What follows belongs to an exercise in optimizing a design on an open flow for small area, a short achievable clock period and few clock cycles; a production flow would make more cautious choices.
RTL that was checked went through simulation tests only; none was proved equivalent to the original.

==> run H: inputs <==
## perceptron_trainer_fixed
module perceptron_trainer_fixed
#(
    parameter int             tam        = 16,
    parameter logic [tam-1:0] LR         = 16'h0400,
    parameter int             MAX_EPOCHS = 32
) (
    input  logic                 clk,
    input  logic                 rst,
    input  logic                 start,
    input  logic [3:0][tam-1:0]  in1,
    input  logic [3:0][tam-1:0]  in2,
    input  logic [3:0][tam-1:0]  d,
    input  logic [tam-1:0]       w0_init,
    input  logic [tam-1:0]       w1_init,
    input  logic [tam-1:0]       w2_init,
    output logic [tam-1:0]       w0,
    output logic [tam-1:0]       w1,
    output logic [tam-1:0]       w2,
    output logic                 busy,
    output logic                 done,
    output logic                 converged,
    output logic [7:0]           epoch_cnt
);
    logic           busy_q, done_q, conv_q;
    logic [tam-1:0] w0_q, w1_q, w2_q;
    logic [tam-1:0] x1_q, x2_q;
    logic           t_q;
    logic [1:0]     idx_q, streak_q;
    logic [5:0]     epoch_q;
    logic           accept, pos, err, fin, clean4, last;
    logic [1:0]     nidx;
    logic [tam-1:0] dx1, dx2, u0, u1, u2;
    assign accept = start && !busy_q;
    fixed_mul_q u_mac (
        .w0(w0_q), .w1(w1_q), .x1(x1_q), .w2(w2_q), .x2(x2_q), .pos(pos)
    );
    assign err = pos != t_q;
    assign dx1 = {{2{x1_q[tam-1]}}, x1_q[tam-1:2]};
    assign dx2 = {{2{x2_q[tam-1]}}, x2_q[tam-1:2]};
    assign u0  = t_q ? w0_q + LR  : w0_q - LR;
    assign u1  = t_q ? w1_q + dx1 : w1_q - dx1;
    assign u2  = t_q ? w2_q + dx2 : w2_q - dx2;
    assign last   = (idx_q == 2'd3);
    assign clean4 = (streak_q == 2'd3) && !err;
    assign fin    = clean4 || (last && epoch_q == 6'(MAX_EPOCHS));
  ...
export LEC_CHECK = 0
export ABC_CLOCK_PERIOD_IN_PS = 7000
export CAP_MARGIN = 20
export CORE_MARGIN = 2
export CORE_UTILIZATION = 40
export SETUP_SLACK_MARGIN = 5
export SLEW_MARGIN = 20
create_clock -name core_clock -period 13.0 [get_ports {clk}]
run.sh (not shown) runs the stock make flow with config.mk's settings and CLKGATE_MAP_FILE= SYNTH_SCRIPT=/design/flow/synth_recipe.tcl, a recipe that flattens the netlist after the stock synthesis.
==> run K (differences from run H) <==
ABC_CLOCK_PERIOD_IN_PS = unset   (was 7000)
SETUP_SLACK_MARGIN = unset   (was 5)
==> out/results.ini <==
[global_route]
met2_usage_pct=44.5

[placement]
dpl-instance-area_um2=21100

[cells_and_area]
finish.cell_count_without_fillers=2785
layout.non_clock_buffers=337

[outcome]
outcome=complete, no violations

[critical_path]
timing.critical_path.depth=37
worst-r2r-cell-count=37
max_stage_delay_ns=0.61
crit_required_ns=13.03

[timing]
worst_pin_slew_ns=1.03

[drt]
route.layer.met1.wl_um=23000

The numbers above come from run K.

==> out/results.ini <==
[outcome]
outcome=complete, no violations

[critical_path]
timing.critical_path.depth=39
crit_required_ns=13.10
worst_setup_path_startpoint=x2_q[2]
worst-path-max-fanout=5
max_stage_delay_ns=0.56
worst-r2r-cell-count=39

[drt]
route.layer.met1.wl_um=23300

[clock_network]
postCtsSetupBuffers=23

[min_path]
hold_start=idx_q[1]

[timing]
worst_pin_slew_ns=1.02
finalHoldWorstSlack_ns=0.454

[global_route]
met2_usage_pct=44.1

[cells_and_area]
finish.cell_count_without_fillers=2841

[placement]
dpl-instance-area_um2=21300

The numbers above come from run H.

Testbench counts of run H, summed over its fixed seeds: cycles 6,410.
Testbench counts of run K, summed over its fixed seeds: cycles 6,410.

---

==> build 21: inputs <==
Another version of the RTL of perceptron_trainer_fixed (not shown whole).
Design perceptron_trainer_fixed, start of the top module:
module perceptron_trainer_fixed
#(
    parameter int             tam        = 16,
    parameter logic [tam-1:0] LR         = 16'h0400,
    parameter int             MAX_EPOCHS = 32
) (
    input  logic                 clk,
    input  logic                 rst,
    input  logic                 start,
    input  logic [3:0][tam-1:0]  in1,
    input  logic [3:0][tam-1:0]  in2,
    input  logic [3:0][tam-1:0]  d,
    input  logic [tam-1:0]       w0_init,
    input  logic [tam-1:0]       w1_init,
    input  logic [tam-1:0]       w2_init,
    output logic [tam-1:0]       w0,
    output logic [tam-1:0]       w1,
    output logic [tam-1:0]       w2,
    output logic                 busy,
    output logic                 done,
    output logic                 converged,
    output logic [7:0]           epoch_cnt
);
clock: 13.0 ns
lec_check: 0
cap_margin: 20
core_margin: 2
core_utilization: 40
cts_buf_list: sky130_fd_sc_hd__clkbuf_8
slew_margin: 20
synth_hierarchical: 1
synth_minimum_keep_size: 0
tns_end_percent: 10
standard.sh (not shown) runs the stock make flow with config.mk's settings and CLKGATE_MAP_FILE= SYNTH_SCRIPT=/design/flow/synth_recipe.tcl, a recipe that flattens the netlist after the stock synthesis.
==> flow/flow/run.sh <==
#!/bin/bash
set -euo pipefail
export SETUP_SLACK_MARGIN="$(cat flow/setup_margin)"
# Port buffers: the smallest plain buffer rather than buffer_ports' default pick.
export BUFFER_PORTS_ARGS="-buffer_cell sky130_fd_sc_hd__buf_1"
bash standard.sh finish > flow_make.log 2>&1
==> flow/flow/setup_margin <==
6
==> inputs of trial 4, as changes to build 21 <==
==> flow/flow/setup_margin (replaced) <==
6.5
==> summary of the runs <==
- Trial 4 produced a clean layout. Build 21 produced a clean layout.
- Between build 21 and trial 4, the lower sequential share of layout area is in trial 4 (gap 0.14 points).
- In die area, build 21 and trial 4 do not differ.
- Count of clock-buffer cells in the layout is the same in trial 4 and build 21.
- Against trial 4, the worst hold slack of build 21 is better by 2.5 ps.
Testbench counts of build 21, summed over its fixed seeds: cycles 6,410.
Testbench counts of trial 4, summed over its fixed seeds: cycles 6,410.

---

==> run a: inputs <==
perceptron_trainer_fixed, a different RTL version from the one above (not shown whole).
==> module perceptron_trainer_fixed, before the edit <==
module perceptron_trainer_fixed
#(
    parameter int             tam        = 16,
    parameter logic [tam-1:0] LR         = 16'h0400,
    parameter int             MAX_EPOCHS = 32
) (
    input  logic                 clk,
    input  logic                 rst,
    input  logic                 start,
    input  logic [3:0][tam-1:0]  in1,
    input  logic [3:0][tam-1:0]  in2,
    input  logic [3:0][tam-1:0]  d,
    input  logic [tam-1:0]       w0_init,
    input  logic [tam-1:0]       w1_init,
    input  logic [tam-1:0]       w2_init,
    output logic [tam-1:0]       w0,
    output logic [tam-1:0]       w1,
    output logic [tam-1:0]       w2,
    output logic                 busy,
    output logic                 done,
    output logic                 converged,
    output logic [7:0]           epoch_cnt
);
    logic           busy_q, done_q, conv_q;
    logic [tam-1:0] w0_q, w1_q, w2_q;
    logic [tam-1:0] x1_q, x2_q;
    logic [7:0]     x1o_q, x1t_q, x2o_q, x2t_q;    
    logic           t_q;
    logic [1:0]     idx_q, streak_q;
    logic [5:0]     epoch_q;
    logic           accept, pos, err, fin, clean4, last;
    logic [1:0]     nidx;
    logic [tam-1:0] nx1, nx2;
    logic [tam-1:0] dx1, dx2, u0, u1, u2;
    assign accept = start && !busy_q;
    function automatic logic [7:0] b_one(input logic [tam-1:0] x);
        for (int k = 0; k < 8; k++)
            b_one[k] = x[2*k] ^ ((k == 0) ? 1'b0 : x[2*k-1]);
    endfunction
    function automatic logic [7:0] b_two(input logic [tam-1:0] x);
        logic h, m, l;
        for (int k = 0; k < 8; k++) begin
            h = x[2*k+1];
            m = x[2*k];
            l = (k == 0) ? 1'b0 : x[2*k-1];
            b_two[k] = (h & ~m & ~l) | (~h & m & l);
        end
    endfunction
    fixed_mul_q u_mac (
        .w0(w0_q),
        .w1(w1_q), .x1(x1_q), .x1one(x1o_q), .x1two(x1t_q),
        .w2(w2_q), .x2(x2_q), .x2one(x2o_q), .x2two(x2t_q),
        .pos(pos)
    );
    assign err = pos != t_q;
    assign dx1 = {{2{x1_q[tam-1]}}, x1_q[tam-1:2]};
    assign dx2 = {{2{x2_q[tam-1]}}, x2_q[tam-1:2]};
    assign u0  = {w0_q[tam-1:10] + (t_q ? 6'h01 : 6'h3F), w0_q[9:0]};
    assign u1  = w1_q + (dx1 ^ {tam{~t_q}}) + {{(tam-1){1'b0}}, ~t_q};
    assign u2  = w2_q + (dx2 ^ {tam{~t_q}}) + {{(tam-1){1'b0}}, ~t_q};
    assign last   = (idx_q == 2'd3);
    assign clean4 = (streak_q == 2'd3) && !err;
    assign fin    = clean4 || (last && epoch_q == 6'(MAX_EPOCHS));
    assign nidx   = busy_q ? idx_q + 2'd1 : 2'd0;
    assign nx1    = in1[nidx];
    assign nx2    = in2[nidx];
    always_ff @(posedge clk) begin
        if (rst) begin
            busy_q <= 1'b0;
            done_q <= 1'b0;
        end else if (accept) begin
            busy_q <= 1'b1;
            done_q <= 1'b0;
        end else if (busy_q && fin) begin
            busy_q <= 1'b0;
            done_q <= 1'b1;
        end
    end
    always_ff @(posedge clk) begin
        x1_q  <= nx1;
        x2_q  <= nx2;
        x1o_q <= b_one(nx1);
        x1t_q <= b_two(nx1);
        x2o_q <= b_one(nx2);
        x2t_q <= b_two(nx2);
        t_q  <= (d[nidx] != '0);
        if (accept) begin
            w0_q     <= w0_init;
            w1_q     <= w1_init;
            w2_q     <= w2_init;
            idx_q    <= 2'd0;
            streak_q <= 2'd0;
            epoch_q  <= 6'd1;
        end else if (busy_q) begin
            if (err) begin
                w0_q <= u0;
                w1_q <= u1;
                w2_q <= u2;
            end
            idx_q    <= idx_q + 2'd1;
            streak_q <= err ? 2'd0 : streak_q + 2'd1;
            if (last && !fin) epoch_q <= epoch_q + 6'd1;
            conv_q <= clean4;
        end
    end
    assign w0        = w0_q;
    assign w1        = w1_q;
    assign w2        = w2_q;
    assign busy      = busy_q;
    assign done      = done_q;
    assign converged = conv_q;
    assign epoch_cnt = {2'b00, epoch_q};
endmodule
Settings: LEC_CHECK=0, CAP_MARGIN=20, CORE_MARGIN=2, CORE_UTILIZATION=40, CTS_BUF_LIST=sky130_fd_sc_hd__clkbuf_8, SLEW_MARGIN=20, SYNTH_HIERARCHICAL=1, SYNTH_MINIMUM_KEEP_SIZE=0, TNS_END_PERCENT=10; clock period 13.0 ns.
==> flow/flow/setup_margin <==
6
Scripts as last shown in full above: flow/flow/run.sh
==> run b: changes against run a <==
--- a/flow/design.v
+++ b/flow/design.v
@@ -1498,4 +1498,19 @@
     end
     always_ff @(posedge clk) begin
+        if (rst) begin
+            w0_q <= '0;
+            w1_q <= '0;
+            w2_q <= '0;
+        end else if (accept) begin
+            w0_q <= w0_init;
+            w1_q <= w1_init;
+            w2_q <= w2_init;
+        end else if (busy_q && err) begin
+            w0_q <= u0;
+            w1_q <= u1;
+            w2_q <= u2;
+        end
+    end
+    always_ff @(posedge clk) begin
         x1_q  <= nx1;
         x2_q  <= nx2;
@@ -1506,19 +1521,11 @@
         t_q  <= (d[nidx] != '0);
         if (accept) begin
-            w0_q     <= w0_init;
-            w1_q     <= w1_init;
-            w2_q     <= w2_init;
             idx_q    <= 2'd0;
             streak_q <= 2'd0;
-            epoch_q  <= 6'd1;
+            epoch_q  <= 6'd0;
         end else if (busy_q) begin
-            if (err) begin
-                w0_q <= u0;
-                w1_q <= u1;
-                w2_q <= u2;
-            end
             idx_q    <= idx_q + 2'd1;
             streak_q <= err ? 2'd0 : streak_q + 2'd1;
-            if (last && !fin) epoch_q <= epoch_q + 6'd1;
+            if (idx_q == 2'd0) epoch_q <= epoch_q + 6'd1;
             conv_q <= clean4;
         end
==> flow/flow/setup_margin (replaced) <==
7
==> run c: changes against run a <==
--- a/flow/design.v
+++ b/flow/design.v
@@ -1449,7 +1449,8 @@
     logic [1:0]     idx_q, streak_q;
     logic [5:0]     epoch_q;
-    logic           accept, pos, err, fin, clean4, last;
+    logic           accept, upd, pos, err, fin, clean4, last;
     logic [1:0]     nidx;
     logic [tam-1:0] nx1, nx2;
+    logic [tam-1:0] h0, h1, h2, w0_d, w1_d, w2_d;
     logic [tam-1:0] dx1, dx2, u0, u1, u2;
     assign accept = start && !busy_q;
@@ -1497,4 +1498,16 @@
         end
     end
+    assign upd = busy_q && err;
+    assign h0  = accept ? w0_init : w0_q;
+    assign h1  = accept ? w1_init : w1_q;
+    assign h2  = accept ? w2_init : w2_q;
+    wsel #(.W(tam)) u_sel0 (.s(upd), .a(u0), .b(h0), .y(w0_d));
+    wsel #(.W(tam)) u_sel1 (.s(upd), .a(u1), .b(h1), .y(w1_d));
+    wsel #(.W(tam)) u_sel2 (.s(upd), .a(u2), .b(h2), .y(w2_d));
+    always_ff @(posedge clk) begin
+        w0_q <= w0_d;
+        w1_q <= w1_d;
+        w2_q <= w2_d;
+    end
     always_ff @(posedge clk) begin
         x1_q  <= nx1;
@@ -1506,19 +1519,11 @@
         t_q  <= (d[nidx] != '0);
         if (accept) begin
-            w0_q     <= w0_init;
-            w1_q     <= w1_init;
-            w2_q     <= w2_init;
             idx_q    <= 2'd0;
             streak_q <= 2'd0;
-            epoch_q  <= 6'd1;
+            epoch_q  <= 6'd0;
         end else if (busy_q) begin
-            if (err) begin
-                w0_q <= u0;
-                w1_q <= u1;
-                w2_q <= u2;
-            end
             idx_q    <= idx_q + 2'd1;
             streak_q <= err ? 2'd0 : streak_q + 2'd1;
-            if (last && !fin) epoch_q <= epoch_q + 6'd1;
+            if (idx_q == 2'd0) epoch_q <= epoch_q + 6'd1;
             conv_q <= clean4;
         end
@@ -1532,2 +1537,13 @@
     assign epoch_cnt = {2'b00, epoch_q};
 endmodule
+module wsel
+#(
+    parameter int W = 16
+) (
+    input  logic         s,
+    input  logic [W-1:0] a,
+    input  logic [W-1:0] b,
+    output logic [W-1:0] y
+);
+    assign y = s ? a : b;
+endmodule
==> flow/flow/setup_margin (replaced) <==
7
==> run d: changes against run a <==
--- a/flow/design.v
+++ b/flow/design.v
@@ -1511,5 +1511,5 @@
             idx_q    <= 2'd0;
             streak_q <= 2'd0;
-            epoch_q  <= 6'd1;
+            epoch_q  <= 6'd0;
         end else if (busy_q) begin
             if (err) begin
@@ -1520,5 +1520,5 @@
             idx_q    <= idx_q + 2'd1;
             streak_q <= err ? 2'd0 : streak_q + 2'd1;
-            if (last && !fin) epoch_q <= epoch_q + 6'd1;
+            if (idx_q == 2'd0) epoch_q <= epoch_q + 6'd1;
             conv_q <= clean4;
         end
==> flow/flow/setup_margin (replaced) <==
7
==> comparison <==
In run c the hold slack is better than in run b, by 0.00082 ns.
First-iteration DRC count, highest first: run b, run a, run c, run d.
In run b the maximum frequency is lower than in run c, by about 2.7%.
Sequential share of layout area, lowest first: run c, run b, run d, run a.
==> figures <==
quantity	run b	run a	run d	run c
Result of the run	no timing/DRC/antenna violations	no timing/DRC/antenna violations	no timing/DRC/antenna violations	no timing/DRC/antenna violations
Number of signal-net buffers in the layout	460	410	417	453
Met3 Track Usage GR	0.04242	0.02807	0.03075	0.04158
Vias in the first global route	16740	15560	15790	16200
Synthesized-area fraction occupied by ao, oa, aoi and oai cells	0.2017	0.1872	0.1922	0.1784
Layout non-clock buf frac	0.1165	0.1040	0.1067	0.1133
Initial antenna violation count	0	2	3	6
Crit path to	w1_q[15]$_SDFFE_PP0P_	w2_q[5]$_DFFE_PP_	w1_q[11]$_DFFE_PP_	w1_q[12]$_DFF_P_
Commonest non-fill, non-tap cell in the layout	sky130_fd_sc_hd__buf_1	sky130_fd_sc_hd__xnor2_1	sky130_fd_sc_hd__buf_1	sky130_fd_sc_hd__buf_1
Post-place instance area	19300 um2	19260 um2	19870 um2	19830 um2
Testbench counts of run c, summed over its fixed seeds: cycles 6,410.
The RTL of run a, run b and run d was laid out without a check of its function.

## static timing again, ports no longer ideal
In the flow no input, the clock included, has a driving cell. The finished layouts below were timed again as built, in two steps.
Step 1 (the two cells are an assumption about what drives the block):
set clk [get_ports {clk}]
set_driving_cell -lib_cell sky130_fd_sc_hd__clkbuf_16 $clk
set_driving_cell -lib_cell sky130_fd_sc_hd__buf_2 [delete_from_list [all_inputs] $clk]
Step 2 also shifts input and output timing later by t, the mid clock arrival at the registers, as if the neighbouring blocks saw the same clock.
Three values: ideal, step 1, step 2; two values: the first two.
run | t, ns | setup WS [ns] | slew at the worst register clock pin (ns)
run H | 0.425 | 4.156 / 4.156 / 4.156 | 0.07 / 0.07
run K | 0.423 | 1.721 / 1.721 / 1.721 | 0.08 / 0.08
build 21 | 0.591 | 6.312 / 6.312 / 6.312 | 0.09 / 0.09
trial 4 | 0.589 | 6.674 / 6.674 / 6.674 | 0.09 / 0.09
run a | 0.562 | 6.284 / 6.284 / 6.284 | 0.10 / 0.10
run b | 0.555 | 6.481 / 6.481 / 6.481 | 0.09 / 0.09
run c | 0.578 | 6.659 / 6.659 / 6.659 | 0.09 / 0.09
run d | 0.560 | 6.681 / 6.681 / 6.681 | 0.09 / 0.09
After both steps every run listed still meets setup and hold.
